Source: an optimization exercise on an open RTL-to-GDS flow (aim: small area, a short achievable clock period and few clock cycles per item). Production flows keep margins and buffers that such runs may drop.
RTL that was checked went through simulation tests only; none was proved equivalent to the original.
The RTL of run 1 was laid out without a check of its function.

==> flow/design.v, too long to show whole: its modules and the start of the top module <==
// module vpu_lane_array: 219 lines
// module mul24_dadda: 1697 lines
module vpu_lane_array #(
  parameter int DATA_W  = 32,
  parameter int LANES   = 4,
  parameter int OP_W    = 10,
  parameter int LATENCY = 3,
  parameter int LEN_W   = 16
) (
  input  logic                    clk,
  input  logic                    rst,
  input  logic                    start,
  input  logic [OP_W-1:0]         opcode,
  input  logic [LEN_W-1:0]        vec_len,
  input  logic                    in_valid,
  output logic                    in_ready,
  input  logic [LANES*DATA_W-1:0] operand0,
  input  logic [LANES*DATA_W-1:0] operand1,
  output logic                    out_valid,
  input  logic                    out_ready,
  output logic [LANES*DATA_W-1:0] result_out,
  output logic                    out_last,
  output logic                    busy,
  output logic                    done
);
  // ...
==> flow/run.sh <==
#!/bin/bash
# synth_recipe.tcl (not shown) runs the flow's synth.tcl, then flattens the netlist and writes it again
# the make line also repeats each setting of config.mk as NAME=value (left out here)
make -C /OpenROAD-flow-scripts/flow DESIGN_CONFIG=/design/flow/config.mk WORK_HOME=/design/flow/orfs CLKGATE_MAP_FILE= SYNTH_SCRIPT=/design/flow/synth_recipe.tcl finish
==> flow/config.mk <==
export PLATFORM = sky130hd
export DESIGN_NAME = vpu_lane_array
export DESIGN_NICKNAME = vpu_lane_array
export VERILOG_FILES = /design/flow/design.v
export SDC_FILE = /design/flow/constraint.sdc
export NUM_CORES = 4
export LEC_CHECK = 0
export CAP_MARGIN = 20
export CORE_MARGIN = 2
export CORE_UTILIZATION = 30
export PLACE_DENSITY = 0.45
export SLEW_MARGIN = 20
==> flow/constraint.sdc <==
create_clock -name core_clock -period 45.0 [get_ports {clk}]
set_input_delay 9.0000 -clock core_clock [delete_from_list [all_inputs] [get_ports {clk}]]
set_output_delay 9.0000 -clock core_clock [all_outputs]
set_load 0.01 [all_outputs]
==> flow_summary_export.csv, run 1 <==
group,metric,value,unit
worst_setup_path,cpLargestDelayFamily,"buffers and inverters",
worst_setup_path,worst_path_max_delay_cell,"sky130_fd_sc_hd__buf_4",
final_layout,largest_reg_flops,164,
final_layout,stdcell_count,22300,
outcome,outcome,"finished clean",
hold_path,min_path_cells,0,
global_routing,grt_antenna_before_repair,27,
synthesis,synth_seq_area_share,0.157,
synthesis,yosys_warnings,1,
clocking,clkSlewWorstSetupHoldPaths,0.06,ns
timing,finalHoldWorstSlack,0.410,ns
worst_setup_path,cp-startpoint,"out_ready",
worst_setup_path,path_depth,7,
final_layout,antenna_cells_inserted,24,
clocking,ctsHoldBuffers,0,
synthesis,post_synth_instance_area,135000,um2
synthesis,synthTopCellsByCount,"sky130_fd_sc_hd__inv_1, sky130_fd_sc_hd__nor2_1, sky130_fd_sc_hd__fa_1",
run,drv_cap,0,
final_layout,layout.non_clock_buffers,900,
clocking,post_cts.resized_instances,0,
clocking,clock_tree.htree_level_count,3,
synthesis,syn-num-nets,19100,
final_layout,n_all_inverters,2768,
die,fp-row-count,246,
timing,final_min_period_over_clock_period,0.257,
final_layout,n_clock_buffer,111,
drt,met3WireLength,38200,um
worst_setup_path,reg2reg_end,"m_q[108]$_DFFE_PP_",
final_layout,nonClkBufAreaFrac,0.0517,
final_layout,commonest_cells_after_routing_fill_and_taps_aside,"sky130_fd_sc_hd__inv_1, sky130_fd_sc_hd__nor2_1, sky130_fd_sc_hd__fa_1, sky130_fd_sc_hd__nand2_1, sky130_fd_sc_hd__ha_1",
global_routing,met2_usage,0.385,
global_routing,grt_util_met3,0.0338,
drt,drtAntennaViolNets,0,
worst_setup_path,critical_path_class,"primary input to flip-flop",
place,place_worst_setup_slack,32.56,ns
clocking,worst_case_clock_buffer_depth,4,
worst_setup_path,critical_path.endpoint,"m_q[92]$_DFFE_PP_",
worst_setup_path,timing.rr.start,"b_q[82]$_DFFE_PP_",
timing,max_clock_freq,86.6,MHz
timing,rsz0062_at_grt,"no",
==> module vpu_lane_array, before the edit <==
module vpu_lane_array #(
  parameter int DATA_W  = 32,
  parameter int LANES   = 4,
  parameter int OP_W    = 10,
  parameter int LATENCY = 3,
  parameter int LEN_W   = 16
) (
  input  logic                    clk,
  input  logic                    rst,
  input  logic                    start,
  input  logic [OP_W-1:0]         opcode,
  input  logic [LEN_W-1:0]        vec_len,
  input  logic                    in_valid,
  output logic                    in_ready,
  input  logic [LANES*DATA_W-1:0] operand0,
  input  logic [LANES*DATA_W-1:0] operand1,
  output logic                    out_valid,
  input  logic                    out_ready,
  output logic [LANES*DATA_W-1:0] result_out,
  output logic                    out_last,
  output logic                    busy,
  output logic                    done
);
  localparam int W  = LANES * DATA_W;
  localparam int MW = 41;    
  function automatic logic [MW-1:0] pass_val(input logic [31:0] v);
    pass_val = {1'b0, 1'b1, v[31], 2'b00, v[30:23], 2'b01, v[22:0], 3'b000};
  endfunction
  function automatic logic [MW-1:0] zero_val(input logic sg);
    zero_val = {1'b1, 1'b0, sg, 38'd0};
  endfunction
  function automatic logic [31:0] stage2(input logic [MW-1:0] m);
    logic        zero, fpass, sg, rnd, found;
    logic signed [9:0] e;
    logic [27:0] s;
    logic [26:0] t;
    logic [24:0] r;
    logic [4:0]  lz;
    logic [31:0] res;
    zero  = m[40];
    fpass = m[39];
    sg    = m[38];
    e     = m[37:28];
    s     = m[27:0];
    lz = 5'd0;
    found = 1'b0;
    for (int i = 26; i >= 0; i--) begin
      if (!found && s[i]) begin
        lz = 5'(26 - i);
        found = 1'b1;
      end
    end
    if (s[27]) begin
      t = {s[27:2], s[1] | s[0]};
      e = e + 10'sd1;
    end else begin
      t = s[26:0] << lz;
      e = e - 10'(lz);
    end
    rnd = t[2] & (t[1] | t[0] | t[3]);
    r   = {1'b0, t[26:3]} + {24'd0, rnd};
    if (r[24]) e = e + 10'sd1;
    if (fpass) res = {sg, e[7:0], r[22:0]};
    else if (!s[27] && !found) res = 32'd0;
    else if (e >= 10'sd255) res = {sg, 8'hff, 23'd0};
    else if (e <= 10'sd0) res = {sg, 31'd0};
    else res = {sg, e[7:0], r[24] ? 23'd0 : r[22:0]};
    if (zero) res = {sg, 31'd0};
    stage2 = res;
  endfunction
  logic             busy_q, done_q, rdy_q;
  logic [LEN_W-1:0] rem_q;           
  logic             s0v_q, s0l_q;    
  logic [W-1:0]     a_q, b_q;
  logic             mv_q, ml_q;      
  logic [LANES*MW-1:0] m_q;
  logic             kv_q, kl_q;      
  logic [W-1:0]     k_q;
  logic             rv_q, rl_q;      
  logic [W-1:0]     r_q;
  logic [LANES*MW-1:0] m_d;          
  logic [W-1:0]     c;               
  logic op_add, op_sub, op_mul, op_relu, op_drel, op_max, op_min;
  assign in_ready   = rdy_q;
  assign out_valid  = rv_q;
  assign result_out = r_q;
  assign out_last   = rl_q;
  assign busy       = busy_q;
  assign done       = done_q;
  for (genvar i = 0; i < LANES; i++) begin : g_lane
    logic [31:0] a, b, x, y, pv;
    logic [47:0] r0, r1;
    logic [47:0] p;
    logic [26:0] mx, my, mys, mask;
    logic [27:0] s_add;
    logic [7:0]  d;
    logic        bgt, eq, both0, b_gt_a, a_gt_b, sub;
    logic        a_e0, b_e0, a_ef, b_ef;
    logic [9:0]  e_mul;
    assign a = a_q[i*DATA_W +: DATA_W];
    assign b = b_q[i*DATA_W +: DATA_W];
    mul24_dadda u_mul (.a({1'b1, a[22:0]}), .b({1'b1, b[22:0]}), .r0(r0), .r1(r1));
    assign p = r0 + r1;
    assign e_mul = {2'b00, a[30:23]} + {2'b00, b[30:23]} - 10'd127;
    assign bgt   = b[30:0] > a[30:0];
    assign eq    = b[30:0] == a[30:0];
    assign both0 = (a[30:0] | b[30:0]) == 31'd0;
    assign b_gt_a = !both0 && ((a[31] && !b[31]) || (!a[31] && !b[31] && bgt) ||
                               (a[31] && b[31] && !bgt && !eq));
    assign a_gt_b = !both0 && ((b[31] && !a[31]) || (!a[31] && !b[31] && !bgt && !eq) ||
                               (a[31] && b[31] && bgt));
    assign x   = bgt ? {b[31] ^ op_sub, b[30:0]} : a;
    assign y   = bgt ? a : {b[31] ^ op_sub, b[30:0]};
    assign mx  = {1'b1, x[22:0], 3'd0};
    assign my  = {1'b1, y[22:0], 3'd0};
    assign d   = x[30:23] - y[30:23];
    assign mask = ~(27'h7ffffff << d);
    assign mys = (d > 8'd26) ? 27'd1 : ((my >> d) | {26'd0, |(my & mask)});
    assign sub = x[31] ^ y[31];
    always_comb begin
      s_add = {1'b0, mx} + {1'b0, mys ^ {27{sub}}} + {27'd0, sub};
      if (sub) s_add[27] = 1'b0;
    end
    assign a_e0 = a[30:23] == 8'd0;
    assign b_e0 = b[30:23] == 8'd0;
    assign a_ef = a[30:23] == 8'hff;
    assign b_ef = b[30:23] == 8'hff;
    assign pv = (op_max && b_gt_a) || (op_min && a_gt_b) ? b :
                (op_add || op_sub) ? x :
                op_drel ? 32'h3f800000 : a;
    always_comb begin
      logic [MW-1:0] m;
      if (op_add || op_sub) begin
        if (x[30:23] == 8'hff) m = pass_val(x);
        else if (x[30:23] == 8'd0) m = zero_val(a[31] & (b[31] ^ op_sub));
        else if (y[30:23] == 8'd0) m = pass_val(x);
        else m = {1'b0, 1'b0, x[31], {2'b00, x[30:23]}, s_add};
      end else if (op_mul) begin
        if (a_ef || b_ef) m = pass_val({a[31] ^ b[31], 8'hff, 23'd0});
        else if (a_e0 || b_e0) m = zero_val(a[31] ^ b[31]);
        else m = {1'b0, 1'b0, a[31] ^ b[31], e_mul, p[47:21], |p[20:0]};
      end else if (op_relu) begin
        m = a[31] ? zero_val(1'b0) : pass_val(a);
      end else if (op_drel) begin
        m = (a[31] || a[30:0] == 31'd0) ? zero_val(1'b0) : pass_val(32'h3f800000);
      end else if (op_max || op_min) begin
        m = pass_val(pv);
      end else begin
        m = zero_val(1'b0);
      end
      m_d[i*MW +: MW] = m;
    end
    assign c[i*DATA_W +: DATA_W] = stage2(m_q[i*MW +: MW]);
  end
  logic in_fire, out_fire, r_take, adv, accept, fin, k_load;
  logic s0v_d, kv_d, busy_d, nz_d;
  assign in_fire  = in_valid && rdy_q;
  assign out_fire = rv_q && out_ready;
  assign r_take   = !rv_q || out_ready;
  assign adv      = r_take || !kv_q;
  assign k_load   = kv_q == r_take;
  assign accept   = start && !busy_q;
  assign fin      = out_fire && rl_q;
  assign s0v_d    = adv ? in_fire : s0v_q;
  assign kv_d     = k_load ? mv_q : kv_q;
  assign busy_d   = accept ? (vec_len != '0) : (busy_q && !fin);
  assign nz_d     = accept ? (vec_len != '0) :
                    in_fire ? (rem_q != LEN_W'(1)) : (rem_q != '0);
  always_ff @(posedge clk or posedge rst) begin
    if (rst) begin
      busy_q <= 1'b0;
      done_q <= 1'b0;
      rdy_q  <= 1'b0;
      rem_q  <= '0;
      s0v_q  <= 1'b0;
      mv_q   <= 1'b0;
      kv_q   <= 1'b0;
      rv_q   <= 1'b0;
    end else begin
      busy_q <= busy_d;
      done_q <= (accept && vec_len == '0) || fin;
      rdy_q  <= busy_d && nz_d && !kv_d;
      if (accept) rem_q <= vec_len;
      else if (in_fire) rem_q <= rem_q - LEN_W'(1);
      s0v_q  <= s0v_d;
      if (adv) mv_q <= s0v_q;
      kv_q   <= kv_d;
      if (r_take) rv_q <= kv_q || mv_q;
    end
  end
  always_ff @(posedge clk) begin
    if (accept) begin
      op_add  <= opcode == OP_W'(0);
      op_sub  <= opcode == OP_W'(1);
      op_relu <= opcode == OP_W'(2);
      op_mul  <= opcode == OP_W'(3);
      op_drel <= opcode == OP_W'(4);
      op_max  <= opcode == OP_W'(5);
      op_min  <= opcode == OP_W'(6);
    end
    if (rdy_q) begin
      a_q   <= operand0;
      b_q   <= operand1;
      s0l_q <= rem_q == LEN_W'(1);
    end
    if (adv) begin
      m_q  <= m_d;
      ml_q <= s0l_q;
    end
    if (k_load) begin
      k_q  <= c;
      kl_q <= ml_q;
    end
    if (r_take) begin
      r_q  <= kv_q ? k_q : c;
      rl_q <= kv_q ? kl_q : ml_q;
    end
  end
endmodule
==> run 2, diff against run 1 <==
--- a/flow/design.v
+++ b/flow/design.v
@@ -24,11 +24,8 @@
   localparam int W  = LANES * DATA_W;
-  localparam int MW = 41;    
+  localparam int MW = 40;    
   function automatic logic [MW-1:0] pass_val(input logic [31:0] v);
-    pass_val = {1'b0, 1'b1, v[31], 2'b00, v[30:23], 2'b01, v[22:0], 3'b000};
-  endfunction
-  function automatic logic [MW-1:0] zero_val(input logic sg);
-    zero_val = {1'b1, 1'b0, sg, 38'd0};
+    pass_val = {1'b1, v[31], 2'b00, v[30:23], 2'b01, v[22:0], 3'b000};
   endfunction
   function automatic logic [31:0] stage2(input logic [MW-1:0] m);
-    logic        zero, fpass, sg, rnd, found;
+    logic        fpass, sg, rnd, found;
     logic signed [9:0] e;
@@ -39,3 +36,2 @@
     logic [31:0] res;
-    zero  = m[40];
     fpass = m[39];
@@ -67,6 +63,5 @@
     else res = {sg, e[7:0], r[24] ? 23'd0 : r[22:0]};
-    if (zero) res = {sg, 31'd0};
     stage2 = res;
   endfunction
-  logic             busy_q, done_q, rdy_q;
+  logic             busy_q, done_q, rdy_q, rdy_o_q;
   logic [LEN_W-1:0] rem_q;           
@@ -75,3 +70,2 @@
   logic             mv_q, ml_q;      
-  logic [LANES*MW-1:0] m_q;
   logic             kv_q, kl_q;      
@@ -82,4 +76,5 @@
   logic [W-1:0]     c;               
+  logic             ph_q;            
   logic op_add, op_sub, op_mul, op_relu, op_drel, op_max, op_min;
-  assign in_ready   = rdy_q;
+  assign in_ready   = rdy_o_q;
   assign out_valid  = rv_q;
@@ -89,9 +84,21 @@
   assign done       = done_q;
+  logic [47:0] p0, p1, r00, r01, r10, r11;
+  logic [23:0] ma0, mb0, ma1, mb1;
+  assign ma0 = {1'b1, a_q[0*DATA_W +: 23]};
+  assign mb0 = {1'b1, b_q[0*DATA_W +: 23]};
+  assign ma1 = {1'b1, a_q[1*DATA_W +: 23]};
+  assign mb1 = {1'b1, b_q[1*DATA_W +: 23]};
+  mul24_dadda u_mul0 (.a(ma0), .b(mb0), .r0(r00), .r1(r01));
+  mul24_dadda u_mul1 (.a(ma1), .b(mb1), .r0(r10), .r1(r11));
+  assign p0 = r00 + r01;
+  assign p1 = r10 + r11;
   for (genvar i = 0; i < LANES; i++) begin : g_lane
     logic [31:0] a, b, x, y, pv;
-    logic [47:0] r0, r1;
     logic [47:0] p;
-    logic [26:0] mx, my, mys, mask;
+    logic [MW-1:0] m_q;
+    logic [26:0] ma, mb, sh_in, big, mx, my, mys, mask;
     logic [27:0] s_add;
+    logic [8:0]  dab, dba;
     logic [7:0]  d;
+    logic        a_ge, e_eq, swp;
     logic        bgt, eq, both0, b_gt_a, a_gt_b, sub;
@@ -101,7 +108,12 @@
     assign b = b_q[i*DATA_W +: DATA_W];
-    mul24_dadda u_mul (.a({1'b1, a[22:0]}), .b({1'b1, b[22:0]}), .r0(r0), .r1(r1));
-    assign p = r0 + r1;
+    assign p = (i % 2 == 0) ? p0 : p1;
     assign e_mul = {2'b00, a[30:23]} + {2'b00, b[30:23]} - 10'd127;
-    assign bgt   = b[30:0] > a[30:0];
-    assign eq    = b[30:0] == a[30:0];
+    assign dab  = {1'b0, a[30:23]} - {1'b0, b[30:23]};
+    assign dba  = {1'b0, b[30:23]} - {1'b0, a[30:23]};
+    assign a_ge = !dab[8];
+    assign e_eq = a[30:23] == b[30:23];
+    assign d    = a_ge ? dab[7:0] : dba[7:0];
+    assign swp  = e_eq && (b[22:0] > a[22:0]);
+    assign bgt   = !a_ge || swp;
+    assign eq    = e_eq && (b[22:0] == a[22:0]);
     assign both0 = (a[30:0] | b[30:0]) == 31'd0;
@@ -111,12 +123,15 @@
                                (a[31] && b[31] && bgt));
-    assign x   = bgt ? {b[31] ^ op_sub, b[30:0]} : a;
-    assign y   = bgt ? a : {b[31] ^ op_sub, b[30:0]};
-    assign mx  = {1'b1, x[22:0], 3'd0};
-    assign my  = {1'b1, y[22:0], 3'd0};
-    assign d   = x[30:23] - y[30:23];
-    assign mask = ~(27'h7ffffff << d);
-    assign mys = (d > 8'd26) ? 27'd1 : ((my >> d) | {26'd0, |(my & mask)});
-    assign sub = x[31] ^ y[31];
+    assign x     = bgt ? {b[31] ^ op_sub, b[30:0]} : a;
+    assign y     = bgt ? a : {b[31] ^ op_sub, b[30:0]};
+    assign ma    = {1'b1, a[22:0], 3'd0};
+    assign mb    = {1'b1, b[22:0], 3'd0};
+    assign sh_in = a_ge ? mb : ma;
+    assign big   = a_ge ? ma : mb;
+    assign mask  = ~(27'h7ffffff << d);
+    assign mys   = (d > 8'd26) ? 27'd1 : ((sh_in >> d) | {26'd0, |(sh_in & mask)});
+    assign mx    = swp ? mys : big;
+    assign my    = swp ? big : mys;
+    assign sub   = a[31] ^ b[31] ^ op_sub;
     always_comb begin
-      s_add = {1'b0, mx} + {1'b0, mys ^ {27{sub}}} + {27'd0, sub};
+      s_add = {1'b0, mx} + {1'b0, my ^ {27{sub}}} + {27'd0, sub};
       if (sub) s_add[27] = 1'b0;
@@ -127,31 +142,30 @@
     assign b_ef = b[30:23] == 8'hff;
-    assign pv = (op_max && b_gt_a) || (op_min && a_gt_b) ? b :
-                (op_add || op_sub) ? x :
-                op_drel ? 32'h3f800000 : a;
+    logic use_b, use_a, fpass, sg_c;
+    logic [31:0] kv_c;
+    logic [9:0]  e_c;
+    logic [27:0] s_c;
+    assign use_b = ((op_add || op_sub) && bgt && !(a_e0 && b_e0)) ||
+                   (op_max && b_gt_a) || (op_min && a_gt_b);
+    assign use_a = ((op_add || op_sub) && !bgt && !(a_e0 && b_e0)) ||
+                   (op_relu && !a[31]) || (op_max && !b_gt_a) || (op_min && !a_gt_b);
     always_comb begin
-      logic [MW-1:0] m;
-      if (op_add || op_sub) begin
-        if (x[30:23] == 8'hff) m = pass_val(x);
-        else if (x[30:23] == 8'd0) m = zero_val(a[31] & (b[31] ^ op_sub));
-        else if (y[30:23] == 8'd0) m = pass_val(x);
-        else m = {1'b0, 1'b0, x[31], {2'b00, x[30:23]}, s_add};
-      end else if (op_mul) begin
-        if (a_ef || b_ef) m = pass_val({a[31] ^ b[31], 8'hff, 23'd0});
-        else if (a_e0 || b_e0) m = zero_val(a[31] ^ b[31]);
-        else m = {1'b0, 1'b0, a[31] ^ b[31], e_mul, p[47:21], |p[20:0]};
-      end else if (op_relu) begin
-        m = a[31] ? zero_val(1'b0) : pass_val(a);
-      end else if (op_drel) begin
-        m = (a[31] || a[30:0] == 31'd0) ? zero_val(1'b0) : pass_val(32'h3f800000);
-      end else if (op_max || op_min) begin
-        m = pass_val(pv);
-      end else begin
-        m = zero_val(1'b0);
-      end
-      m_d[i*MW +: MW] = m;
+      if (op_mul) kv_c = (a_ef || b_ef) ? {a[31] ^ b[31], 8'hff, 23'd0} : {a[31] ^ b[31], 31'd0};
+      else if (op_drel) kv_c = (a[31] || a[30:0] == 31'd0) ? 32'd0 : 32'h3f800000;
+      else if (op_add || op_sub) kv_c = {a[31] & (b[31] ^ op_sub), 31'd0};
+      else kv_c = 32'd0;
+    end
+    assign pv = use_b ? {b[31] ^ op_sub, b[30:0]} : use_a ? a : kv_c;
+    assign fpass = op_mul ? (a_ef || b_ef || a_e0 || b_e0) :
+                   (op_add || op_sub) ? (a_ef || b_ef || a_e0 || b_e0) : 1'b1;
+    assign sg_c  = op_mul ? a[31] ^ b[31] : x[31];
+    assign e_c   = op_mul ? e_mul : {2'b00, x[30:23]};
+    assign s_c   = op_mul ? {p[47:21], |p[20:0]} : s_add;
+    assign m_d[i*MW +: MW] = fpass ? pass_val(pv) : {1'b0, sg_c, e_c, s_c};
+    always_ff @(posedge clk) begin
+      if (!kv_q && (i >= 2 || !(op_mul && ph_q))) m_q <= m_d[i*MW +: MW];
     end
-    assign c[i*DATA_W +: DATA_W] = stage2(m_q[i*MW +: MW]);
+    assign c[i*DATA_W +: DATA_W] = stage2(m_q);
   end
-  logic in_fire, out_fire, r_take, adv, accept, fin, k_load;
-  logic s0v_d, kv_d, busy_d, nz_d;
+  logic in_fire, out_fire, r_take, accept, fin, s0_done, s0_load, ph_go;
+  logic s0v_d, kv_d, busy_d, nz_d, ph_d, rdy_d;
   assign in_fire  = in_valid && rdy_q;
@@ -159,9 +173,13 @@
   assign r_take   = !rv_q || out_ready;
-  assign adv      = r_take || !kv_q;
-  assign k_load   = kv_q == r_take;
   assign accept   = start && !busy_q;
   assign fin      = out_fire && rl_q;
-  assign s0v_d    = adv ? in_fire : s0v_q;
-  assign kv_d     = k_load ? mv_q : kv_q;
+  assign s0_done  = !op_mul || ph_q;
+  assign s0v_d    = rdy_q ? in_valid : (s0v_q && !(s0_done && !kv_q));
+  assign s0_load  = !s0v_q || (s0_done && !kv_q);
+  assign ph_go    = s0v_q && op_mul && !ph_q && !kv_q;
+  assign ph_d     = ph_go ? 1'b1 :
+                    (ph_q && !kv_q) ? 1'b0 : ph_q;
+  assign kv_d     = !r_take && (kv_q || mv_q);
   assign busy_d   = accept ? (vec_len != '0) : (busy_q && !fin);
+  assign rdy_d    = busy_d && nz_d && !kv_d && (!s0v_d || !op_mul || ph_d);
   assign nz_d     = accept ? (vec_len != '0) :
@@ -173,4 +191,6 @@
       rdy_q  <= 1'b0;
+      rdy_o_q <= 1'b0;
       rem_q  <= '0;
       s0v_q  <= 1'b0;
+      ph_q   <= 1'b0;
       mv_q   <= 1'b0;
@@ -181,3 +201,4 @@
       done_q <= (accept && vec_len == '0) || fin;
-      rdy_q  <= busy_d && nz_d && !kv_d;
+      rdy_q  <= rdy_d;
+      rdy_o_q <= rdy_d;
       if (accept) rem_q <= vec_len;
@@ -185,3 +206,4 @@
       s0v_q  <= s0v_d;
-      if (adv) mv_q <= s0v_q;
+      ph_q   <= ph_d;
+      if (!kv_q) mv_q <= s0v_q && s0_done;
       kv_q   <= kv_d;
@@ -200,3 +222,3 @@
     end
-    if (rdy_q) begin
+    if (s0_load) begin
       a_q   <= operand0;
@@ -204,8 +226,10 @@
       s0l_q <= rem_q == LEN_W'(1);
+    end else if (ph_go) begin
+      a_q[0*DATA_W +: 23] <= a_q[2*DATA_W +: 23];
+      a_q[1*DATA_W +: 23] <= a_q[3*DATA_W +: 23];
+      b_q[0*DATA_W +: 23] <= b_q[2*DATA_W +: 23];
+      b_q[1*DATA_W +: 23] <= b_q[3*DATA_W +: 23];
     end
-    if (adv) begin
-      m_q  <= m_d;
-      ml_q <= s0l_q;
-    end
-    if (k_load) begin
+    if (!kv_q) ml_q <= s0l_q;
+    if (!kv_q) begin
       k_q  <= c;
--- a/flow/config.mk
+++ b/flow/config.mk
@@ -9,4 +9,4 @@
 export CORE_MARGIN = 2
-export CORE_UTILIZATION = 30
-export PLACE_DENSITY = 0.45
+export CORE_UTILIZATION = 55
+export PLACE_DENSITY = 0.65
 export SLEW_MARGIN = 20
==> flow_summary_export.csv, run 2 <==
group,metric,value,unit
synthesis,yosys.cell_count.top_type,"sky130_fd_sc_hd__nor2_1",
final_layout,drive_gt1_frac,0.0534,
timing,drv_slew,0,
synthesis,main_combinational_cell_family_by_area_after_synthesis,"adder cells",
timing,tns,0,ns
drt,vias,98400,
global_routing,grt_max_degree,98,
clocking,ctsHoldBuffers,0,
clocking,cts.root.buffer_cell,"sky130_fd_sc_hd__clkbuf_16",
worst_setup_path,critical_path_arrival,11.62,ns
worst_setup_path,critical_path_required,45.35,ns
drt,drtAntennaViolNets,0,
final_layout,area_growth_syn_to_layout,9.54,%
global_routing,global_route.usage.total,0.431,
drt,met3WireLength,54200,um
global_routing,grt_antenna_before_repair,39,
die,die_area,189000,um2
global_routing,grt_first_pass_wirelength,616000,um
synthesis,syn-mean-instance-area,8.23,um2
clocking,worst_case_clock_buffer_depth,3,
synthesis,yosys-mux-area-fraction,0.0579,
final_layout,fin_nets,14400,
timing,final_min_period_over_clock_period,0.250,
die,core-area,185000,um2
timing,setup_violations_final,0,
outcome,outcome,"finished clean",
die,effective_utilization_at_floorplan,0.552,
worst_setup_path,critical_path.endpoint_type,"flip-flop",
synthesis,post_synthesis_adder_cell_area_fraction,0.276,
timing,finClkSkew,0.0583,ns
timing,timing_worst_slew_pin_value,1.18,ns
place,globalplace.congestion,1.06,
drt,wl_met1,154000,um
die,die-width,435,um
clocking,tritoncts,"done",
synthesis,synth-async-reset-ratio,0.0339,
clocking,post_cts.resized_instances,0,
synthesis,postSynth.topFlopCell,"sky130_fd_sc_hd__edfxtp_1",
worst_setup_path,cpLargestDelayFamily,"buffers and inverters",
drt,route.detailed.vias_per_inst,6.53,
synthesis,ys_top_cells_by_area,"sky130_fd_sc_hd__fa_1, sky130_fd_sc_hd__edfxtp_1, sky130_fd_sc_hd__ha_1",
final_layout,stdcell_count,15100,
place,place_inst,14900,
synthesis,yosysTopAreaCell,"sky130_fd_sc_hd__fa_1",
synthesis,post_synth_instance_area,102000,um2
timing,rsz0062_at_grt,"no",
clocking,cts.sinks,707,
final_layout,layout.cell_area.non_filler,112000,um2
place,place.port_buffers,419,
final_layout,fill_cells,16500,
worst_setup_path,cp_cell_sequence,"clkdlybuf4s50_1, nand2b_4, buf_4, buf_4",
drt,top_signal_layer_used,"met5",
final_layout,layout_commonest_cell,"sky130_fd_sc_hd__nor2_1",
clocking,clk-insertion-delay-late,0.78,ns
drt,route.met2.wl,172000,um
timing,finalHoldViolCount,0,
final_layout,largest_reg_flops,160,
drt,avgRoutedWirePerCell,27.7,um
synthesis,post_synth_num_cell_types,113,
synthesis,synth.ff_latch_count,707,
clocking,numCtsBuffers,82,
final_layout,regMostFlops,"g_lane.m_q",
drt,route.detailed.drc,0,
global_routing,grt_overflow,0,
drt,detail_route.iter0.violations,12700,
die,fp-row-count,158,
worst_setup_path,worst_path_max_delay_cell,"sky130_fd_sc_hd__buf_4",
worst_setup_path,setup.worst_path.start_class,"primary input",
synthesis,synthTopCellsByCount,"sky130_fd_sc_hd__nor2_1, sky130_fd_sc_hd__inv_1, sky130_fd_sc_hd__nand2_1",
synthesis,syn-instance-count,12400,
die,chipHeight,435,um
worst_setup_path,cp_num_buf_inv,3,
synthesis,syn-num-nets,14400,
synthesis,synth_edf_count,554,
die,count_of_boundary_i_o_pins,420,
run,drv_cap,0,
worst_setup_path,cpMostUsedCell,"sky130_fd_sc_hd__buf_4",
place,dpl_cell_area,109000,um2
synthesis,synth.top_cell.area_share,0.194,
synthesis,area_fraction_in_and_or_nand_and_nor_cells_after_synthesis,0.181,
worst_setup_path,critical_path_class,"primary input to flip-flop",
synthesis,synth_compound_area_frac,0.165,
hold_path,hp-class,"flip-flop to flip-flop",
timing,post-route-min-period,11.27,ns
drt,drt-total-wl,417000,um
final_layout,commonest_cells_after_routing_fill_and_taps_aside,"sky130_fd_sc_hd__nor2_1, sky130_fd_sc_hd__inv_1, sky130_fd_sc_hd__nand2_1, sky130_fd_sc_hd__fa_1, sky130_fd_sc_hd__a21oi_1",
timing,relSlewSlack,0.210,
worst_setup_path,cp_slowest_stage_delay,0.72,ns
place,detailed_place_hpwl,318000,um
timing,max_clock_freq,88.7,MHz
global_routing,first_global_vias,96000,
drt,first_pass_iters,11,
synthesis,synth-xor-area-share,0.0408,
clocking,clkSlewWorstSetupHoldPaths,0.06,ns
synthesis,yosys_warnings,1,
clocking,clock_tree.htree_level_count,3,
worst_setup_path,crit_path_max_fanout,57,
clocking,cts_setup_buffers,0,
synthesis,synth_seq_area_share,0.194,
-- run 2: cell count changes after synthesis, sizes merged, moves of 129 or more --
cell and change:
nand2 -193, edfxtp -133, fa -956, inv -1170, clkbuf -151, dfxtp +129, nor2 -642, ha -155
-- run 2: area by class of cell --
class / count / area (um2) / share of cell area
well taps: 2480 / 3100 / 0.0277
clock inverters: 47 / 497 / 0.00444
multi-input cells: 9422 / 73900 / 0.661
diodes: 22 / 55.1 / 0.000492
clock buffers: 106 / 2240 / 0.0200
inverters: 1576 / 5930 / 0.0530
flip-flops and latches: 707 / 19800 / 0.177
repair buffers: 699 / 6320 / 0.0565
-- run 2: routing by layer --
layer / vias up / global-route usage
li1: 42500 / -
met1: 47500 / 0.545
met2: 6651 / 0.623
met4: 28 / 0.296
met5: - / 0.00378
met3: 1760 / 0.142
-- run 2: through the flow --
step | util | setup WS, ns | hold WS [ns]
3_5_place_dp | 0.589 | 33.10 | 0.405
5_1_grt | 0.604 | 33.68 | 0.444
4_1_cts | 0.604 | 33.84 | 0.419
6_report | 0.604 | 33.73 | 0.417
3_3_place_gp | 0.589 | 33.21 | 0.434
2_1_floorplan | - | 32.14 | 0.400
-- run 2: worst register-to-register path: cells and delay by family (launching register included) --
kind                     cells  cell delay [ns]
XOR/XNOR                     1             0.13
AND/OR/NAND/NOR              9             1.57
AO/OA/AOI/OAI               19             4.77
flip-flops                   1             0.64
multiplexers                 1             0.44
adder cells (fa/ha/maj)      3             1.15
buffers and inverters        3             1.13
-- run 2: path summary, 6_finish.rpt --
path                       cells after the start                           to  slack [ns]              start
max                                            4            r_q[52]$_DFFE_PP_       33.73          out_ready
min                                            0               ml_q$_DFFE_PN_        0.42    s0l_q$_DFFE_PN_
max reg2reg                                   36  g_lane[1].m_q[24]$_DFFE_PP_       34.87  a_q[55]$_DFFE_PN_
min reg2reg                                    0               ml_q$_DFFE_PN_        0.42    s0l_q$_DFFE_PN_
max in group asynchronous                      2               kv_q$_DFF_PP0_       35.58                rst
min in group asynchronous                      2         rem_q[2]$_DFFE_PP0P_        8.75                rst
-- run 2: cell families after synthesis --
family / after synthesis
adders and majority gates: 1660
xor gates and xnor gates: 476
AOI/OAI and AO/OA: 2620
muxes: 536
DFF: 707
and+or+nand+nor: 4130
buffers and inverters: 2281
Testbench counts of run 2, summed over its fixed seeds: cycles 19,703, beats 16,078.
==> run 3, diff against run 2 <==
==> flow/flow/run.sh (new file) <==
#!/bin/bash
# The standard layout, with the port buffers made from sky130_fd_sc_hd__buf_2
# (ORFS's buffer_ports otherwise picks clkdlybuf4s50_1, a slow delay cell).
set -euo pipefail
export BUFFER_PORTS_ARGS="-buffer_cell sky130_fd_sc_hd__buf_2"
bash standard.sh > standard.log 2>&1
==> flow/standard.sh (new file) <==
#!/bin/bash
# synth_recipe.tcl (not shown) runs the flow's synth.tcl, then flattens the netlist and writes it again
# the make line also repeats each setting of config.mk as NAME=value (left out here)
make -C /OpenROAD-flow-scripts/flow DESIGN_CONFIG=/design/flow/config.mk WORK_HOME=/design/flow/orfs CLKGATE_MAP_FILE= SYNTH_SCRIPT=/design/flow/synth_recipe.tcl "${@:-finish}"
removed: flow/run.sh
==> flow_summary_export.csv, run 3 <==
group,metric,value,unit
hold_path,hp-class,"flip-flop to flip-flop",
global_routing,grt_overflow,0,
worst_setup_path,critical_path.endpoint_type,"flip-flop",
drt,drt-total-wl,416000,um
worst_setup_path,setup.worst_path.start_class,"primary input",
global_routing,global_route.usage.total,0.429,
worst_setup_path,cp-startpoint,"out_ready",
die,core-area,185000,um2
synthesis,syn-mean-instance-area,8.23,um2
die,die_area,189000,um2
clocking,tritoncts,"done",
final_layout,largest_reg_flops,160,
synthesis,postSynth.topFlopCell,"sky130_fd_sc_hd__edfxtp_1",
worst_setup_path,r2r_cells,27,
outcome,outcome,"finished clean",
global_routing,grt_first_pass_wirelength,612000,um
drt,detail_route.iter0.violations,12900,
worst_setup_path,regToRegSetupSlack,34.62,ns
final_layout,drive_gt1_frac,0.0875,
worst_setup_path,crit_path_max_fanout,50,
timing,rsz0062_at_grt,"no",
clocking,clock_tree.htree_level_count,3,
synthesis,yosys_warnings,1,
synthesis,post_synth_num_cell_types,113,
synthesis,yosysTopAreaCell,"sky130_fd_sc_hd__fa_1",
synthesis,synthTopCellsByCount,"sky130_fd_sc_hd__nor2_1, sky130_fd_sc_hd__inv_1, sky130_fd_sc_hd__nand2_1",
clocking,cts.sinks,707,
global_routing,grt_antenna_before_repair,47,
drt,vias,98100,
synthesis,syn-num-nets,14400,
worst_setup_path,reg2reg_end,"g_lane[1].m_q[17]$_DFFE_PP_",
drt,route.detailed.vias_per_inst,6.51,
timing,max_clock_freq,92.6,MHz
run,drv_cap,0,
timing,finalHoldViolCount,0,
timing,final_min_period_over_clock_period,0.240,
timing,post-route-min-period,10.80,ns
clocking,worst_case_clock_buffer_depth,3,
timing,relSlewSlack,0.160,
synthesis,synth.ff_latch_count,707,
worst_setup_path,timing.rr.start,"b_q[49]$_DFFE_PP_",
clocking,clkSlewWorstSetupHoldPaths,0.06,ns
die,fp-row-count,158,
clocking,cts.root.buffer_cell,"sky130_fd_sc_hd__clkbuf_16",
global_routing,first_global_vias,95500,
place,place.port_buffers,419,
worst_setup_path,critical_path_required,45.39,ns
timing,timing_worst_slew_pin_value,1.26,ns
final_layout,fin_nets,14400,
synthesis,syn-instance-count,12400,
clocking,post_cts.resized_instances,0,
place,globalplace.congestion,1.04,
final_layout,commonest_cells_after_routing_fill_and_taps_aside,"sky130_fd_sc_hd__nor2_1, sky130_fd_sc_hd__inv_1, sky130_fd_sc_hd__nand2_1, sky130_fd_sc_hd__fa_1, sky130_fd_sc_hd__a21oi_1",
synthesis,ys_top_cells_by_area,"sky130_fd_sc_hd__fa_1, sky130_fd_sc_hd__edfxtp_1, sky130_fd_sc_hd__ha_1",
die,effective_utilization_at_floorplan,0.552,
drt,route.detailed.drc,0,
timing,finalHoldWorstSlack,0.429,ns
place,detailed_place_hpwl,315000,um
hold_path,min_path_cells,0,
worst_setup_path,critical_path.endpoint,"r_q[35]$_DFFE_PP_",
synthesis,synth-async-reset-ratio,0.0339,
drt,first_pass_iters,14,
synthesis,synth_seq_area_share,0.194,
synthesis,synth_edf_count,554,
timing,drv_slew,0,
synthesis,yosys.cell_count.top_type,"sky130_fd_sc_hd__nor2_1",
clocking,ctsHoldBuffers,0,
final_layout,area_growth_syn_to_layout,7.70,%
global_routing,grt_max_degree,178,
timing,setup_violations_final,0,
timing,tns,0,ns
synthesis,post_synth_instance_area,102000,um2
die,chipHeight,435,um
drt,drtAntennaViolNets,0,
final_layout,regMostFlops,"g_lane.m_q",
worst_setup_path,critical_path_class,"primary input to flip-flop",
drt,avgRoutedWirePerCell,27.6,um
die,count_of_boundary_i_o_pins,420,
timing,finClkSkew,0.0648,ns
clocking,clk-insertion-delay-late,0.81,ns
clocking,numCtsBuffers,83,
die,die-width,435,um
clocking,cts_setup_buffers,0,
worst_setup_path,critical_path_arrival,11.19,ns
final_layout,layout_commonest_cell,"sky130_fd_sc_hd__nor2_1",
synthesis,synth.top_cell.area_share,0.194,
## run 3: layer usage
metal | up-vias | part of all wire | GRT usage
met4 | 32 | 0.076 | 0.272
met1 | 47400 | 0.37 | 0.548
met2 | 6556 | 0.42 | 0.633
met5 | - | 0.00049 | 0.000252
li1 | 42500 | - | -
met3 | 1650 | 0.13 | 0.133
## run 3: cell families after synthesis
| group | synth area share |
|---|---|
| simple gates | 0.181 |
| compound gates | 0.165 |
| buf+inv | 0.0850 |
| fa+ha+maj | 0.276 |
| flops | 0.194 |
| mux | 0.0579 |
| xor+xnor | 0.0408 |
## run 3: worst min-delay path by stage
stage                               start              to  slack (ns)
final                     s0l_q$_DFFE_PN_  ml_q$_DFFE_PN_        0.43
after global routing      s0l_q$_DFFE_PN_  ml_q$_DFFE_PN_        0.43
after CTS                 s0l_q$_DFFE_PN_  ml_q$_DFFE_PN_        0.43
after detailed placement  s0l_q$_DFFE_PN_  ml_q$_DFFE_PN_        0.41
after global placement    s0l_q$_DFFE_PN_  ml_q$_DFFE_PN_        0.40
after floorplan           s0l_q$_DFFE_PN_  ml_q$_DFFE_PN_        0.40
## run 3: worst max-delay path, cell delays in order
cell	delay, ns
sky130_fd_sc_hd__buf_2	0.09
sky130_fd_sc_hd__nand2b_4	0.57
sky130_fd_sc_hd__buf_4	0.66
sky130_fd_sc_hd__buf_4	0.70
## run 3: area by class of cell
cell class | count | area, um2
fill | 16600 | 75100
sequential | 707 | 19800
multi-input combinational | 9422 | 73900
clock buffer | 107 | 2310
antenna | 28 | 70.1
clock inverter | 47 | 606
inverter | 1576 | 5930
timing repair buffer | 696 | 4230
tap | 2480 | 3100
## run 3: through the flow
| step | cells | worst slack [ns] | cell area, um2 | util |
|---|---|---|---|---|
| floorplan | 12400 | 32.14 | 102000 | - |
| global placement | 14900 | 33.58 | 107000 | 0.578 |
| detailed placement | 14900 | 33.48 | 107000 | 0.578 |
| CTS | 15000 | 34.29 | 110000 | 0.594 |
| global route | 15000 | 34.15 | 110000 | 0.594 |
| finish | 15100 | 34.20 | 110000 | 0.594 |
==> run 4, diff against run 3 <==
--- a/flow/config.mk
+++ b/flow/config.mk
@@ -9,4 +9,4 @@
 export CORE_MARGIN = 2
-export CORE_UTILIZATION = 55
-export PLACE_DENSITY = 0.65
+export CORE_UTILIZATION = 60
+export PLACE_DENSITY = 0.7
 export SLEW_MARGIN = 20
==> flow_summary_export.csv, run 4 <==
group,metric,value,unit
outcome,outcome,"finished clean",
run,drv_cap,0,
global_routing,grt_antenna_before_repair,29,
timing,finalHoldViolCount,0,
timing,drv_slew,0,
drt,top_signal_layer_used,"met5",
synthesis,post_synth_num_cell_types,113,
die,count_of_boundary_i_o_pins,420,
synthesis,synth.ff_latch_count,707,
synthesis,synthTopCellsByCount,"sky130_fd_sc_hd__nor2_1, sky130_fd_sc_hd__inv_1, sky130_fd_sc_hd__nand2_1",
die,die_area,174000,um2
drt,route.detailed.drc,0,
clocking,ctsHoldBuffers,0,
place,detailed_place_hpwl,307000,um
global_routing,first_global_vias,96300,
timing,finClkSkew,0.0592,ns
clocking,cts_setup_buffers,0,
drt,drtAntennaViolNets,0,
synthesis,syn-mean-instance-area,8.23,um2
worst_setup_path,cp_slowest_stage_delay,0.67,ns
worst_setup_path,critical_path_required,45.36,ns
final_layout,layout_commonest_cell,"sky130_fd_sc_hd__nor2_1",
final_layout,regMostFlops,"g_lane.m_q",
synthesis,synth.top_cell.area_share,0.194,
worst_setup_path,critical_path_class,"primary input to flip-flop",
final_layout,largest_reg_flops,160,
die,effective_utilization_at_floorplan,0.603,
synthesis,synth_edf_count,554,
clocking,cts.root.buffer_cell,"sky130_fd_sc_hd__clkbuf_16",
worst_setup_path,cpMostUsedCell,"sky130_fd_sc_hd__buf_4",
timing,rsz0062_at_grt,"no",
synthesis,syn-num-nets,14400,
worst_setup_path,worst_path_max_delay_cell,"sky130_fd_sc_hd__buf_4",
clocking,clk-insertion-delay-late,0.78,ns
synthesis,yosys_warnings,1,
global_routing,grt_overflow,0,
clocking,post_cts.resized_instances,0,
drt,wl_met1,148000,um
clocking,worst_case_clock_buffer_depth,3,
global_routing,global_route.usage.total,0.460,
final_layout,drive_gt1_frac,0.0870,
final_layout,fin_nets,14400,
clocking,cts.sinks,707,
timing,relSlewSlack,0.111,
global_routing,grt_first_pass_wirelength,602000,um
hold_path,hp-class,"flip-flop to flip-flop",
synthesis,synth-async-reset-ratio,0.0339,
timing,max_clock_freq,92.8,MHz
global_routing,grt_max_degree,183,
timing,timing_worst_slew_pin_value,1.33,ns
clocking,numCtsBuffers,80,
synthesis,synth_seq_area_share,0.194,
synthesis,post_synth_instance_area,102000,um2
place,globalplace.congestion,1.08,
drt,route.met2.wl,167000,um
timing,setup_violations_final,0,
worst_setup_path,critical_path.endpoint_type,"flip-flop",
clocking,clock_tree.htree_level_count,3,
worst_setup_path,setup.worst_path.start_class,"primary input",
timing,final_min_period_over_clock_period,0.239,
die,core-area,169000,um2
final_layout,fill_cells,14300,
drt,detail_route.iter0.violations,13500,
die,chipHeight,417,um
drt,first_pass_iters,13,
synthesis,yosys.cell_count.top_type,"sky130_fd_sc_hd__nor2_1",
timing,tns,0,ns
worst_setup_path,critical_path_arrival,11.14,ns
drt,vias,99400,
clocking,tritoncts,"done",
synthesis,syn-instance-count,12400,
synthesis,ys_top_cells_by_area,"sky130_fd_sc_hd__fa_1, sky130_fd_sc_hd__edfxtp_1, sky130_fd_sc_hd__ha_1",
synthesis,yosysTopAreaCell,"sky130_fd_sc_hd__fa_1",
drt,met3WireLength,57600,um
clocking,clkSlewWorstSetupHoldPaths,0.06,ns
die,die-width,417,um
drt,drt-total-wl,407000,um
timing,post-route-min-period,10.78,ns
drt,avgRoutedWirePerCell,27.5,um
die,fp-row-count,151,
final_layout,area_growth_syn_to_layout,7.20,%
worst_setup_path,crit_path_max_fanout,54,
timing,finalHoldWorstSlack,0.453,ns
place,place.port_buffers,419,
worst_setup_path,cp_cell_sequence,"buf_2, nand2b_4, buf_4, buf_4",
drt,route.detailed.vias_per_inst,6.72,
final_layout,commonest_cells_after_routing_fill_and_taps_aside,"sky130_fd_sc_hd__nor2_1, sky130_fd_sc_hd__inv_1, sky130_fd_sc_hd__nand2_1, sky130_fd_sc_hd__fa_1, sky130_fd_sc_hd__a21oi_1",
synthesis,postSynth.topFlopCell,"sky130_fd_sc_hd__edfxtp_1",
[run 4: critical path, delay by kind of cell]
family | cells | cell delay (ns)
buf+inv | 3 | 1.43
simple gates | 1 | 0.52
[run 4: layer usage]
metal  up-vias  track usage
li1      42500            -
met1     47700        0.583
met2      7408        0.661
met3      1791        0.158
met4        28        0.310
met5         -       0.0175
[run 4: kinds of logic (layout without fill, tap and decap cells)]
kind of cell    after synthesis  after routing  synth area share
mux                         536            536            0.0579
compound gates             2620           2620             0.165
flops                       707            707             0.194
simple gates               4130           4130             0.181
other cells                   0             24                 0
fa+ha+maj                  1660           1660             0.276
buf+inv                    2281           2420            0.0850
xor+xnor                    476            476            0.0408
[run 4: final timing paths]
| kind | from | end | slack (ns) | depth (start not counted) |
|---|---|---|---|---|
| setup / recovery | out_ready | r_q[37]$_DFFE_PP_ | 34.22 | 4 |
| hold / removal | s0l_q$_DFFE_PN_ | ml_q$_DFFE_PN_ | 0.45 | 0 |
| setup reg to reg | b_q[10]$_DFFE_PP_ | g_lane[0].m_q[27]$_SDFFCE_PN0P_ | 34.75 | 29 |
| hold reg to reg | s0l_q$_DFFE_PN_ | ml_q$_DFFE_PN_ | 0.45 | 0 |
| max in group asynchronous | rst | kv_q$_DFF_PP0_ | 35.88 | 2 |
| min in group asynchronous | rst | rem_q[2]$_DFFE_PP0P_ | 8.45 | 2 |
[run 4: area by class of cell]
type	instances	area [um2]	share of cell area
multi-input cells	9422	73900	0.675
clock inverters	47	572	0.00522
flip-flops and latches	707	19800	0.181
clock buffers	103	2210	0.0202
well taps	2218	2780	0.0253
inverters	1576	5930	0.0542
diodes	24	60.1	0.000549
repair buffers	694	4220	0.0386
[run 4: through the flow]
| step | area (um2) | utilization | setup slack [ns] | cells |
|---|---|---|---|---|
| after floorplan | 102000 | - | 32.14 | 12400 |
| after global placement | 107000 | 0.629 | 33.66 | 14600 |
| after detailed placement | 107000 | 0.629 | 33.52 | 14600 |
| after CTS | 109000 | 0.646 | 34.29 | 14800 |
| after global routing | 109000 | 0.646 | 34.19 | 14800 |
| final | 109000 | 0.647 | 34.22 | 14800 |
==> run 5, diff against run 4 <==
--- a/flow/design.v
+++ b/flow/design.v
@@ -74,2 +74,3 @@
   logic [W-1:0]     r_q;
+  logic [LANES-1:0] rvl_q;
   logic [LANES*MW-1:0] m_d;          
@@ -198,2 +199,3 @@
       rv_q   <= 1'b0;
+      rvl_q  <= '0;
     end else begin
@@ -210,2 +212,4 @@
       if (r_take) rv_q <= kv_q || mv_q;
+      for (int i = 0; i < LANES; i++)
+        if (!rvl_q[i] || out_ready) rvl_q[i] <= kv_q || mv_q;
     end
@@ -237,6 +241,6 @@
     end
-    if (r_take) begin
-      r_q  <= kv_q ? k_q : c;
-      rl_q <= kv_q ? kl_q : ml_q;
-    end
+    if (r_take) rl_q <= kv_q ? kl_q : ml_q;
+    for (int i = 0; i < LANES; i++)
+      if (!rvl_q[i] || out_ready)
+        r_q[i*DATA_W +: DATA_W] <= kv_q ? k_q[i*DATA_W +: DATA_W] : c[i*DATA_W +: DATA_W];
   end
==> flow_summary_export.csv, run 5 <==
group,metric,value,unit
die,fp-row-count,152,
timing,timing.final.ws_setup,34.46,ns
worst_setup_path,critical_path_arrival,11.03,ns
global_routing,grt_first_pass_wirelength,610000,um
timing,rsz0062_at_grt,"no",
global_routing,global_route.usage.total,0.460,
final_layout,final_util,0.647,
die,effective_utilization_at_floorplan,0.604,
synthesis,yosysTopAreaCell,"sky130_fd_sc_hd__edfxtp_1",
synthesis,yosys_warnings,1,
timing,relSlewSlack,0.204,
synthesis,post_synth_num_cell_types,122,
synthesis,synth-async-reset-ratio,0.0394,
timing,final_min_period_over_clock_period,0.234,
global_routing,grt_antenna_before_repair,30,
die,core-area,172000,um2
final_layout,commonest_cells_after_routing_fill_and_taps_aside,"sky130_fd_sc_hd__nor2_1, sky130_fd_sc_hd__inv_1, sky130_fd_sc_hd__nand2_1, sky130_fd_sc_hd__fa_1, sky130_fd_sc_hd__a21oi_1",
worst_setup_path,regToRegSetupSlack,34.46,ns
die,die_area,177000,um2
final_layout,largest_reg_flops,160,
global_routing,met2_usage,0.634,
drt,drt-total-wl,413000,um
worst_setup_path,worst_path_max_delay_cell,"sky130_fd_sc_hd__clkinv_1",
synthesis,postSynth.topFlopCell,"sky130_fd_sc_hd__edfxtp_1",
worst_setup_path,critical_path.endpoint_type,"flip-flop",
clocking,cts.sinks,711,
synthesis,synth.top_cell.area_share,0.197,
drt,first_pass_iters,14,
synthesis,synth_seq_area_share,0.204,
synthesis,yosys.cell_count.top_type,"sky130_fd_sc_hd__nor2_1",
final_layout,area_growth_syn_to_layout,7.05,%
worst_setup_path,r2r_cells,32,
final_layout,drive_gt1_frac,0.0836,
clocking,post_cts.resized_instances,0,
place,dpl_cell_area,108000,um2
worst_setup_path,cp_slowest_stage_delay,1.06,ns
drt,drtAntennaViolNets,0,
clocking,cts.root.buffer_cell,"sky130_fd_sc_hd__clkbuf_16",
worst_setup_path,setup.worst_path.start_class,"flip-flop",
place,place.port_buffers,419,
timing,setup_violations_final,0,
timing,drv_slew,0,
timing,tns,0,ns
clocking,clk-insertion-delay-late,0.78,ns
synthesis,post_synth_instance_area,104000,um2
clocking,numCtsBuffers,85,
timing,finalHoldViolCount,0,
clocking,clock_tree.htree_level_count,3,
global_routing,grt_max_degree,159,
worst_setup_path,cp_num_buf_inv,5,
global_routing,grt_overflow,0,
drt,route.detailed.vias_per_inst,6.70,
synthesis,synth.ff_latch_count,711,
synthesis,syn-mean-instance-area,8.26,um2
worst_setup_path,cpLargestDelayFamily,"adder cells",
place,globalplace.congestion,1.10,
timing,finClkSkew,0.0695,ns
clocking,clkSlewWorstSetupHoldPaths,0.06,ns
place,place_worst_setup_slack,34.39,ns
worst_setup_path,critical_path_required,45.50,ns
timing,timing_worst_slew_pin_value,1.19,ns
worst_setup_path,critical_path_class,"flip-flop to flip-flop",
worst_setup_path,cpMostUsedCell,"sky130_fd_sc_hd__fa_1",
final_layout,layout_commonest_cell,"sky130_fd_sc_hd__nor2_1",
drt,detail_route.iter0.violations,14400,
synthesis,ys_top_cells_by_area,"sky130_fd_sc_hd__edfxtp_1, sky130_fd_sc_hd__fa_1, sky130_fd_sc_hd__ha_1",
drt,route.detailed.drc,0,
synthesis,syn-num-nets,14500,
synthesis,synthTopCellsByCount,"sky130_fd_sc_hd__nor2_1, sky130_fd_sc_hd__inv_1, sky130_fd_sc_hd__nand2_1",
synthesis,syn-instance-count,12600,
global_routing,busiest_layer,"met2",
worst_setup_path,crit_path_max_fanout,20,
place,detailed_place_hpwl,316000,um
run,drv_cap,0,
clocking,worst_case_clock_buffer_depth,3,
die,die-width,420,um
drt,vias,100000,
final_layout,fin_nets,14500,
final_layout,regMostFlops,"g_lane.m_q",
worst_setup_path,path_depth,32,
clocking,ctsHoldBuffers,0,
synthesis,synth_edf_count,682,
die,count_of_boundary_i_o_pins,420,
timing,post-route-min-period,10.54,ns
hold_path,min_path_cells,0,
global_routing,grt.met1_usage,0.621,
global_routing,grt_util_met3,0.165,
final_layout,layout.cell_area.non_filler,111000,um2
clocking,cts_setup_buffers,0,
hold_path,hp-class,"flip-flop to flip-flop",
drt,avgRoutedWirePerCell,27.5,um
clocking,tritoncts,"done",
global_routing,first_global_vias,96900,
timing,max_clock_freq,94.9,MHz
outcome,outcome,"finished clean",
die,chipHeight,420,um
==> run 5: cell types whose count changed after synthesis, moves of 19 or more <==
| cell | previous run | this run |
|---|---|---|
| sky130_fd_sc_hd__and3_1 | 90 | 64 |
| sky130_fd_sc_hd__xnor2_1 | 335 | 356 |
| sky130_fd_sc_hd__mux2i_1 | 447 | 373 |
| sky130_fd_sc_hd__a21oi_1 | 759 | 858 |
| sky130_fd_sc_hd__buf_1 | 92 | 111 |
| sky130_fd_sc_hd__dfxtp_1 | 129 | 1 |
| sky130_fd_sc_hd__o211ai_1 | 101 | 75 |
| sky130_fd_sc_hd__clkbuf_1 | 567 | 548 |
| sky130_fd_sc_hd__o21a_1 | 48 | 70 |
| sky130_fd_sc_hd__nor2_1 | 1619 | 1694 |
| sky130_fd_sc_hd__a2111oi_0 | 12 | 31 |
| sky130_fd_sc_hd__inv_1 | 1539 | 1560 |
| sky130_fd_sc_hd__edfxtp_1 | 554 | 682 |
==> run 5: area by class of cell <==
type                            instances  area (um2)
Multi-Input combinational cell       9532       74100
Fill cell                           14500       60700
Sequential cell                       711       21200
Inverter                             1607        6040
Timing Repair Buffer                  664        3970
Tap cell                             2310        2890
Clock buffer                           95        2170
Clock inverter                         63         797
Antenna cell                           16        40.0
==> run 5: metrics by stage <==
| stage | std cells | hold WS (ns) |
|---|---|---|
| 2_1_floorplan | 12600 | 0.400 |
| 3_3_place_gp | 14800 | 0.414 |
| 3_5_place_dp | 14800 | 0.424 |
| 4_1_cts | 15000 | 0.427 |
| 5_1_grt | 15000 | 0.443 |
| 6_report | 15000 | 0.433 |
==> run 5: final timing paths <==
| check | from | end |
|---|---|---|
| worst min-delay path | s0l_q$_DFFE_PN_ | ml_q$_DFFE_PN_ |
| worst max-delay path | a_q[42]$_DFFE_PP_ | g_lane[3].m_q[27]$_SDFFCE_PN0N_ |
| min in group asynchronous | rst | rdy_q$_DFF_PP0_ |
| worst max register to register | a_q[42]$_DFFE_PP_ | g_lane[3].m_q[27]$_SDFFCE_PN0N_ |
| max in group asynchronous | rst | kv_q$_DFF_PP0_ |
| worst min register to register | s0l_q$_DFFE_PN_ | ml_q$_DFFE_PN_ |
==> run 5: cell families after synthesis <==
| group | share of synthesized area |
|---|---|
| flops | 0.204 |
| mux | 0.0504 |
| xor+xnor | 0.0410 |
| compound gates | 0.168 |
| simple gates | 0.180 |
| fa+ha+maj | 0.271 |
| buf+inv | 0.0858 |
==> run 5: routing by layer <==
metal	wire (um)	share of wire
met1	155000	0.38
met2	164000	0.40
met3	64100	0.16
met4	29500	0.072
met5	181	0.00044
Testbench counts of run 5, summed over its fixed seeds: cycles 19,703, beats 16,078.

[afterwards: timing with drivers on the ports]
How much do the figures lean on ideal ports? The routed layouts below were timed once more, with nothing changed but the port constraints. Step 1 assumes that a clkbuf_16 drives the clock port and a buf_2 every other input. Step 2 adds t to the input delays and takes it off the output delays; t is the mean of the earliest and latest rising clock arrival at the registers after step 1. Input paths then give back, and output paths get back, about the clock's delay inside the block. a / b / c = no drivers / after step 1 / after step 2; a / b = the first two.
run	t (ns)	slack for setup (ns)	slew at the worst register clock pin (ns)	worst slew at a driven data input, ns
run 1	0.948	33.449 / 33.533 / 32.585	0.09 / 0.09	0.31
run 2	0.843	33.728 / 33.798 / 32.955	0.08 / 0.08	0.08
run 3	0.873	34.200 / 34.279 / 33.406	0.07 / 0.07	0.10
run 4	0.843	34.225 / 34.291 / 33.448	0.08 / 0.08	0.07
run 5	0.842	34.464 / 34.460 / 34.464	0.08 / 0.08	0.20
After both steps every run listed still meets setup and hold. The setup slack of run 1, which loses most, moves by +0.084 ns with the drivers and by -0.864 ns with both steps.
